From an optimization exercise on the open Yosys and OpenROAD flow, aimed at small area, a short achievable clock period and few clock cycles; shortcuts taken in it are not production practice. In this exercise RTL edits were held to simulation tests only and were not proved equivalent to the original. No activity file was given, so power comes from the tool's default toggle rates.

**flow/run.sh**
```bash
#!/bin/bash
# synth_recipe.tcl (not shown) runs the flow's synth.tcl, then flattens the netlist and writes it again
# the make line also repeats each setting of config.mk as NAME=value (left out here)
make -C /OpenROAD-flow-scripts/flow DESIGN_CONFIG=/design/flow/config.mk WORK_HOME=/design/flow/orfs CLKGATE_MAP_FILE= SYNTH_SCRIPT=/design/flow/synth_recipe.tcl finish
```
**flow/config.mk**
```make
export PLATFORM = sky130hd
export DESIGN_NAME = matrix_reg_unit
export DESIGN_NICKNAME = matrix_reg_unit
export VERILOG_FILES = /design/flow/design.v
export SDC_FILE = /design/flow/constraint.sdc
export NUM_CORES = 4
export LEC_CHECK = 0
export CAP_MARGIN = 20
export CORE_MARGIN = 2
export CORE_UTILIZATION = 30
export SLEW_MARGIN = 20
```
**flow/constraint.sdc**
```tcl
create_clock -name core_clock -period 4.0 [get_ports {clk}]
set_input_delay 0.8000 -clock core_clock [delete_from_list [all_inputs] [get_ports {clk}]]
set_output_delay 0.8000 -clock core_clock [all_outputs]
set_load 0.01 [all_outputs]
```
**flow/design.v**
```verilog
package matrix_pkg;
  localparam logic [2:0] OP_INIT        = 3'd0;
  localparam logic [2:0] OP_WRITE       = 3'd1;
  localparam logic [2:0] OP_SHIFT_UP    = 3'd2;
  localparam logic [2:0] OP_SHIFT_DOWN  = 3'd3;
  localparam logic [2:0] OP_SHIFT_LEFT  = 3'd4;
  localparam logic [2:0] OP_SHIFT_RIGHT = 3'd5;
  localparam logic [2:0] OP_TRANSPOSE   = 3'd6;
  localparam logic [2:0] OP_READ        = 3'd7;
endpackage
module matrix_reg_unit
(
  input  logic                    clk,
  input  logic                    rstnn,
  input  logic                    i_cmd_valid,
  input  logic [2:0]              i_cmd_op,
  input  logic [1:0]              i_cmd_row,
  input  logic [1:0]              i_cmd_col,
  input  logic [15:0]             i_cmd_data,
  output logic                    o_cmd_credit,
  input  logic                    i_row_credit,
  output logic                    o_row_valid,
  output logic [1:0]              o_row_index,
  output logic [63:0]             o_row_data
);
  localparam logic [2:0] OP_INIT        = 3'd0;
  localparam logic [2:0] OP_WRITE       = 3'd1;
  localparam logic [2:0] OP_SHIFT_UP    = 3'd2;
  localparam logic [2:0] OP_SHIFT_DOWN  = 3'd3;
  localparam logic [2:0] OP_SHIFT_LEFT  = 3'd4;
  localparam logic [2:0] OP_SHIFT_RIGHT = 3'd5;
  localparam logic [2:0] OP_TRANSPOSE   = 3'd6;
  localparam logic [2:0] OP_READ        = 3'd7;
  logic [22:0] q_mem [0:2];
  logic [1:0]  q_wr;
  logic [1:0]  q_rd;
  logic [1:0]  q_cnt;
  logic        q_pop;
  logic        exec;
  always_ff @(posedge clk)
  begin
    if (i_cmd_valid)
      q_mem[q_wr] <= {i_cmd_op, i_cmd_row, i_cmd_col, i_cmd_data};
  end
  always_ff @(posedge clk or negedge rstnn)
  begin
    if (!rstnn)
    begin
      q_wr         <= '0;
      q_rd         <= '0;
      q_cnt        <= '0;
      o_cmd_credit <= 1'b0;
    end
    else
    begin
      if (i_cmd_valid)
        q_wr <= (q_wr == 2'd2) ? 2'd0 : q_wr + 2'd1;
      if (q_pop)
        q_rd <= (q_rd == 2'd2) ? 2'd0 : q_rd + 2'd1;
      q_cnt        <= q_cnt + {1'b0, i_cmd_valid} - {1'b0, q_pop};
      o_cmd_credit <= exec;
    end
  end
  logic [22:0] q_head;
  logic [2:0]  n_op;
  logic [1:0]  n_row;
  logic [1:0]  n_col;
  assign q_head = (q_rd == 2'd0) ? q_mem[0] : (q_rd == 2'd1) ? q_mem[1] : q_mem[2];
  assign n_op   = q_head[22:20];
  assign n_row  = q_head[19:18];
  assign n_col  = q_head[17:16];
  logic       m_t;
  logic [1:0] m_a;
  logic [1:0] m_b;
  logic        h_valid;
  logic [2:0]  h_op;
  logic        h_write;
  logic        h_read;
  logic        h_init;
  logic [1:0]  h_p;
  logic [1:0]  h_q;
  logic [15:0] h_data;
  logic       u_t;
  logic [1:0] u_a;
  logic [1:0] u_b;
  always_comb
  begin
    u_t = m_t;
    u_a = m_a;
    u_b = m_b;
    case (h_op)
      OP_SHIFT_UP:    if (m_t) u_b = m_b + 2'd1; else u_a = m_a + 2'd1;
      OP_SHIFT_DOWN:  if (m_t) u_b = m_b - 2'd1; else u_a = m_a - 2'd1;
      OP_SHIFT_LEFT:  if (m_t) u_a = m_a + 2'd1; else u_b = m_b + 2'd1;
      OP_SHIFT_RIGHT: if (m_t) u_a = m_a - 2'd1; else u_b = m_b - 2'd1;
      OP_TRANSPOSE:   u_t = !m_t;
      default: ;
    endcase
  end
  logic       rd_active;    
  logic       r_t;          
  logic [3:0] r_pend;       
  logic [3:0] r_cur;        
  logic [2:0] rc_cnt;       
  logic       has_credit;
  logic [1:0] sel_e [0:3];  
  logic [1:0] sel_rot;      
  logic [1:0] sel_k;        
  logic       cap_cont;
  logic       rd_last;
  logic       busy_after;
  logic [1:0] h_line;
  logic       conflict;
  logic       stall;
  logic       rd_exec;
  logic       cap_new;
  logic       cap;
  logic       wb_we;
  assign cap_cont   = rd_active && has_credit;
  assign rd_last    = (sel_k == 2'd3);
  assign busy_after = rd_active && !(cap_cont && rd_last);
  assign h_line     = r_t ? h_q : h_p;
  assign conflict   = r_pend[h_line] && !(cap_cont && r_cur[h_line]);
  assign stall   = (h_write && conflict) || ((h_read || h_init) && busy_after);
  assign exec    = h_valid && !stall;
  assign rd_exec = exec && h_read;
  assign cap_new = rd_exec && !rd_active && has_credit && !wb_we;
  assign cap     = cap_cont || cap_new;
  logic h_load;
  assign h_load = (!h_valid || exec) && (q_cnt != 2'd0);
  assign q_pop  = h_load;
  logic       nm_t;
  logic [1:0] nm_a;
  logic [1:0] nm_b;
  assign nm_t = exec ? u_t : m_t;
  assign nm_a = exec ? u_a : m_a;
  assign nm_b = exec ? u_b : m_b;
  always_ff @(posedge clk or negedge rstnn)
  begin
    if (!rstnn)
      h_valid <= 1'b0;
    else if (!h_valid || exec)
      h_valid <= (q_cnt != 2'd0);
  end
  always_ff @(posedge clk)
  begin
    if (h_load)
    begin
      h_op    <= n_op;
      h_write <= (n_op == OP_WRITE);
      h_read  <= (n_op == OP_READ);
      h_init  <= (n_op == OP_INIT);
      h_p     <= (nm_t ? n_col : n_row) + nm_a;
      h_q     <= (nm_t ? n_row : n_col) + nm_b;
      h_data  <= q_head[15:0];
    end
  end
  logic [1:0] m_line0;
  assign m_line0 = m_t ? m_b : m_a;
  function automatic logic [13:0] row_sel(input logic t, input logic [1:0] a,
                                          input logic [1:0] b, input logic [1:0] k);
    for (int j = 0; j < 4; j++)
      row_sel[j*2 +: 2] = t ? (2'(j) - k - b) : (k + a);
    row_sel[9:8]   = k + a + b;
    row_sel[11:10] = k;
    row_sel[13:12] = 2'd0;
  endfunction
  logic [13:0] sel_cur;
  logic [13:0] sel_inc;
  logic [13:0] sel_nxt;
  always_comb
  begin
    for (int j = 0; j < 4; j++)
    begin
      sel_cur[j*2 +: 2] = sel_e[j];
      sel_inc[j*2 +: 2] = r_t ? sel_e[j] - 2'd1 : sel_e[j] + 2'd1;
    end
    sel_cur[9:8]   = sel_rot;
    sel_cur[11:10] = sel_k;
    sel_cur[13:12] = 2'd0;
    sel_inc[9:8]   = sel_rot + 2'd1;
    sel_inc[11:10] = sel_k + 2'd1;
    sel_inc[13:12] = 2'd0;
    if (rd_exec)
      sel_nxt = row_sel(m_t, m_a, m_b, cap_new ? 2'd1 : 2'd0);
    else if (busy_after)
      sel_nxt = cap_cont ? sel_inc : sel_cur;
    else if (exec)
      sel_nxt = row_sel(u_t, u_a, u_b, 2'd0);
    else
      sel_nxt = row_sel(m_t, m_a, m_b, 2'd0);
  end
  logic [3:0] line0_oh;
  assign line0_oh = 4'b0001 << m_line0;
  logic [2:0] rc_nxt;
  assign rc_nxt = rc_cnt + {2'b0, i_row_credit} - {2'b0, cap};
  always_ff @(posedge clk or negedge rstnn)
  begin
    if (!rstnn)
    begin
      m_t        <= 1'b0;
      m_a        <= '0;
      m_b        <= '0;
      rd_active  <= 1'b0;
      r_t        <= 1'b0;
      r_pend     <= '0;
      r_cur      <= '0;
      rc_cnt     <= '0;
      has_credit <= 1'b0;
      for (int j = 0; j < 4; j++)
        sel_e[j] <= '0;
      sel_rot    <= '0;
      sel_k      <= '0;
    end
    else
    begin
      rc_cnt     <= rc_nxt;
      has_credit <= (rc_nxt != 3'd0);
      if (exec)
      begin
        m_t <= u_t;
        m_a <= u_a;
        m_b <= u_b;
      end
      if (rd_exec)
      begin
        rd_active <= 1'b1;
        r_t       <= m_t;
        r_pend    <= cap_new ? ~line0_oh : 4'b1111;
        r_cur     <= cap_new ? {line0_oh[2:0], line0_oh[3]} : line0_oh;
      end
      else if (cap_cont)
      begin
        if (rd_last)
          rd_active <= 1'b0;
        r_pend <= r_pend & ~r_cur;
        r_cur  <= {r_cur[2:0], r_cur[3]};
      end
      for (int j = 0; j < 4; j++)
        sel_e[j] <= sel_nxt[j*2 +: 2];
      sel_rot <= sel_nxt[9:8];
      sel_k   <= sel_nxt[11:10];
    end
  end
  logic [1:0]  wb_bank;
  logic [1:0]  wb_ent;
  logic [15:0] wb_data;
  always_ff @(posedge clk or negedge rstnn)
  begin
    if (!rstnn)
      wb_we <= 1'b0;
    else
      wb_we <= exec && h_write;
  end
  always_ff @(posedge clk)
  begin
    wb_bank <= h_p + h_q;
    wb_ent  <= h_p;
    wb_data <= h_data;
  end
  logic [15:0] mem   [0:3][0:3];    
  logic [3:0]  valid [0:3];         
  logic        fill;
  always_ff @(posedge clk)
  begin
    for (int j = 0; j < 4; j++)
      for (int i = 0; i < 4; i++)
        if (wb_we && wb_bank == 2'(j) && wb_ent == 2'(i))
          mem[j][i] <= wb_data;
  end
  always_ff @(posedge clk or negedge rstnn)
  begin
    if (!rstnn)
    begin
      for (int j = 0; j < 4; j++)
        valid[j] <= '0;
      fill <= 1'b0;
    end
    else if (exec && h_init)
    begin
      for (int j = 0; j < 4; j++)
        valid[j] <= '0;
      fill <= 1'b1;
    end
    else if (wb_we)
    begin
      for (int j = 0; j < 4; j++)
        for (int i = 0; i < 4; i++)
          if (wb_bank == 2'(j) && wb_ent == 2'(i))
            valid[j][i] <= 1'b1;
    end
  end
  logic [15:0] bank_out [0:3];
  always_comb
  begin
    for (int j = 0; j < 4; j++)
      bank_out[j] = valid[j][sel_e[j]] ? mem[j][sel_e[j]] : {15'b0, fill};
  end
  logic [63:0] row_nxt;
  always_comb
  begin
    for (int c = 0; c < 4; c++)
      row_nxt[c*16 +: 16] = bank_out[2'(c) + sel_rot];
  end
  always_ff @(posedge clk or negedge rstnn)
  begin
    if (!rstnn)
      o_row_valid <= 1'b0;
    else
      o_row_valid <= cap;
  end
  always_ff @(posedge clk)
  begin
    o_row_index <= sel_k;
    o_row_data  <= row_nxt;
  end
endmodule
```
==> notes.md <==
• outcome: complete, no violations
• Max Clock Freq: 285 MHz
• multi-input gate area in the final layout: 0.00586 mm^2
• number of buffers added by the clock tree synthesis step: 49
• proportion of synthesized chip area in sequential cells: 68.9%
• final period demand of the worst path: 3510 ps
• antenna violations before repair: 0
• die extent in x: 262 um
• layout overhead on the synthesized area: 18.9%
• IR drop worst, VDD: 0.000351 V
• distinct cell type count of the synthesized netlist: 65
• EDFF count, synth: 351
• # Post-CTS Setup Buffers: 0
• number of buffers inserted for hold repair after clock tree synthesis: 0
• CP required: 4420 ps
• Total Die Area: 0.0684 mm^2
• deepest level of the CTS H-tree: 2
• pin count of the biggest net entering global routing: 62
• worst hold margin: 245 ps
• number of ports placed on the die boundary: 95
• Setup crit start kind: register
• vias after detailed routing: 11.5k
• Antenna Nets Post-Route: 0
• worst slack at placement: 555 ps
• RSZ-0062 raised after global routing: false
• kind of end point of the critical path: register
• final setup violation count: 0
• post-synthesis instance area: 0.0199 mm^2
• clock sink count: 495
• first-pass GRT wire length: 69.0 mm
• hpwl dp: 30.8 mm
• worst clock skew: 25.4 ps
• PD cells: 831 mW/mm^2
• leakage power total: 8.11 nW
• GRT Residual Overflow: 0
• tightest slew margin relative to the limit: 25.0%
• Inserted Diodes: 0
• top fanout value on the critical path: 7
• Arr. time, crit path: 3930 ps
• Post-synth ARST share: 11.7%
• final estimated routing congestion in global placement: 0.803
• setup total negative slack: 0 ps
• Syn Area/Cell: 15.5 um^2
• class of the worst hold path: in2async
• clock latency at the later pin of the worst-skew pair: 590 ps
• register clock-pin slew on the reported worst setup and hold paths: 60 ps
• number of nets in the final layout: 1444
• average routed wire per standard cell: 20.0 um
• floorplan die height: 262 um
• post-detailed-route via-to-cell ratio: 5.00
• Core ar.: 0.0657 mm^2
• most frequently used flop master after synthesis: edfxtp_1
• Final Worst Setup Slack: 492 ps
• area taken by flip-flops and latches: 0.0137 mm^2
• share of post-route cells with drive strength above 1: 14.2%
• Rows: 94
• quantity of gates resized following cts: 0
• via count of the first global-routing pass: 11.3k
• Final Core Density: 36.0%
• synthesis-stage register bit count: 495
• root cell of the clock tree: clkbuf_16
• Period Utilization, post-route: 87.7%
• Port Buf Inserts: 94
• clock buffer depth: 3
• initial cell density of the core: 30.3%
• number of warning messages in the yosys log: 5
• total of max-cap violations: 0
• CTS tree: built
• max-slew violation total from the final report: 0
• iteration count of the initial detailed-routing pass: 11
• fill cell count: 6118
• global-route usage over all layers: 13.2%
• Detailed Route WL: 45.8 mm
• remaining routing DRC violations: 0
• transition at the pin with the smallest max-transition slack: 1120 ps
• Synthesized Nets: 1334
• Iteration-0 DRC Markers: 1306
• Gate Count Post-Synth: 1283
• final hold vios: 0
• critical setup path kind: reg2reg
## worst max-delay path, stage by stage (launching register included)
cell	delay (ps)
dfrtp_1	560
mux2i_4	370
nor3b_1	80
a311o_1	400
a31oi_1	250
nand2_1	190
inv_1	150
ha_1	250
inv_1	80
o21ai_0	60
and4_1	200
a2111oi_0	660
nor2_1	110
## metrics by stage
step	area, um^2	std cells	power [mW]
3_3_place_gp	22000	2206	14.8
4_1_cts	23700	2298	19.8
3_5_place_dp	22000	2206	15.1
5_1_grt	23700	2298	20.8
2_1_floorplan	19900	1283	12.5
6_report	23700	2298	19.7
## routing by layer
metal / GRT usage, % / vias up / part of all wire [%]
met4: 3.08 / 0 / 1.7
met2: 21.4 / 412 / 47
met3: 2.94 / 59 / 7.2
li1: - / 5234 / -
met5: 0 / - / 0
met1: 18.1 / 5790 / 44
## flip-flops by register name, indices dropped and copies added, names as in the netlist, 3 cells and up
name        flops
rc_cnt          3
h_data         16
mem           256
sel_e           8
h_op            3
r_cur           4
wb_data        16
q_mem          69
valid          16
r_pend          4
o_row_data     64
## layout make-up
type	instances	area share [%]
Clock buffer	65	5.78
Clock inverter	27	1.28
Inverter	24	0.381
Multi-Input combinational cell	687	24.8
Sequential cell	495	57.9
Tap cell	864	4.57
Timing Repair Buffer	136	5.29
## cells in the final DEF (no fill, tap or decap), types with 3 or more instances in the layout
cell type        synthesis  final
a222oi_1                80     80
dfxtp_1                 86     86
nand3b_1                 6      6
clkinvlp_4               0      5
dfrtp_1                 58     58
xor2_1                   9      9
nor2b_1                 54     54
nor3_1                  11      6
clkbuf_1                60      9
clkbuf_16                0     50
clkinv_2                 0      9
ha_1                    23     19
a221oi_1                 3      3
a21oi_1                 26     26
buf_4                    0     42
o21ai_1                  0      3
or3_1                    3      3
mux2_2                  11     11
inv_1                   22     22
nand2b_1                 8      8
and2_1                   4      4
mux4_2                  49     49
a31oi_1                  8      8
a21boi_0                 3      3
o21a_1                  18     18
nand3_1                 16     16
nor2_1                  37     36
clkbuf_8                 0      6
bufinv_16                0      5
nor3b_1                  5      4
edfxtp_1               351    351
clkdlybuf4s50_1          0     93
o21ai_0                 56     53
clkinv_1                 0      4
xnor2_1                 25     25
a21o_1                   4      4
nor3_2                   1      4
mux2i_1                 96     96
nand2_1                 92     92
## synth_stat cells, drive strengths merged, types with 4 or more instances
cell	number	area share, %
mux2i	97	4.9
nand3	16	0.40
mux2	12	0.70
a21o	4	0.15
a31oi	8	0.25
a21boi	4	0.21
nor3	12	0.33
nor2	37	0.70
a222oi	80	4.0
nor3b	5	0.19
clkbuf	61	1.2
a21oi	26	0.65
dfrtp	58	7.3
inv	24	0.45
mux4	49	5.5
o21ai	56	1.4
edfxtp	351	53
o21a	18	0.68
ha	23	1.4
buf	16	0.40
xor2	9	0.40
dfxtp	86	8.7
nand2	92	1.7
nor2b	54	1.7
and2	4	0.13
xnor2	25	1.1
nand2b	8	0.25
nand3b	6	0.23
## power by group
| part | leakage (nW) | internal, mW | switching (mW) | total, mW |
|---|---|---|---|---|
| Clock | 0.807 | 2.74 | 1.95 | 4.69 |
| Combinational | 2.68 | 2.93 | 3.90 | 6.83 |
| Sequential | 4.62 | 6.98 | 1.16 | 8.15 |
## worst paths after layout
kind | start | end | slack (ps) | cells after the start
max | r_t | sel_e[0][0] | 490 | 12
min | rstnn | q_wr[0] | 240 | 1
max in group asynchronous | rstnn | sel_e[2][0] | 2820 | 2
min reg2reg | h_data[10] | wb_data[10] | 340 | 0
max reg2reg | r_t | sel_e[0][0] | 490 | 12
min in group core_clock | h_data[10] | wb_data[10] | 340 | 0
## kinds of logic (layout without fill, tap and decap cells)
| logic type | Yosys count | count (layout) | share of synthesized area [%] |
|---|---|---|---|
| mux | 158 | 158 | 11.2 |
| compound gates | 220 | 220 | 8.41 |
| simple gates | 249 | 249 | 6.22 |
| buf+inv | 101 | 252 | 2.01 |
| xor+xnor | 36 | 36 | 1.72 |
| fa+ha+maj | 24 | 24 | 1.55 |
| flops | 495 | 495 | 68.9 |
Testbench counts, summed over its fixed seeds: cycles 4,924.

## separate check: timing with driven ports
No port has a modelled driver above. Below, the same layout with a new extraction and two added sets of constraints. Step 1 assumes that a clkbuf_16 drives the clock port and a buf_2 every other input. Step 2 times the ports against the registers' clock, not the clock port: input delays grow and output delays shrink by t, the midpoint of the rising clock arrivals with the driver on. Slacks: no drivers / after step 1 / after step 2; pairs: no drivers / after step 1.
t, ns: 0.633
setup WS [ns]: 0.492 / 0.492 / 0.492
worst hold slack (ns): 0.245 / 0.217 / 0.339
pins driven straight from the clock port: 1
After both steps setup and hold are still met in this run. The setup slack of this run moves by 0.000 ns with the drivers and by 0.000 ns with both steps.
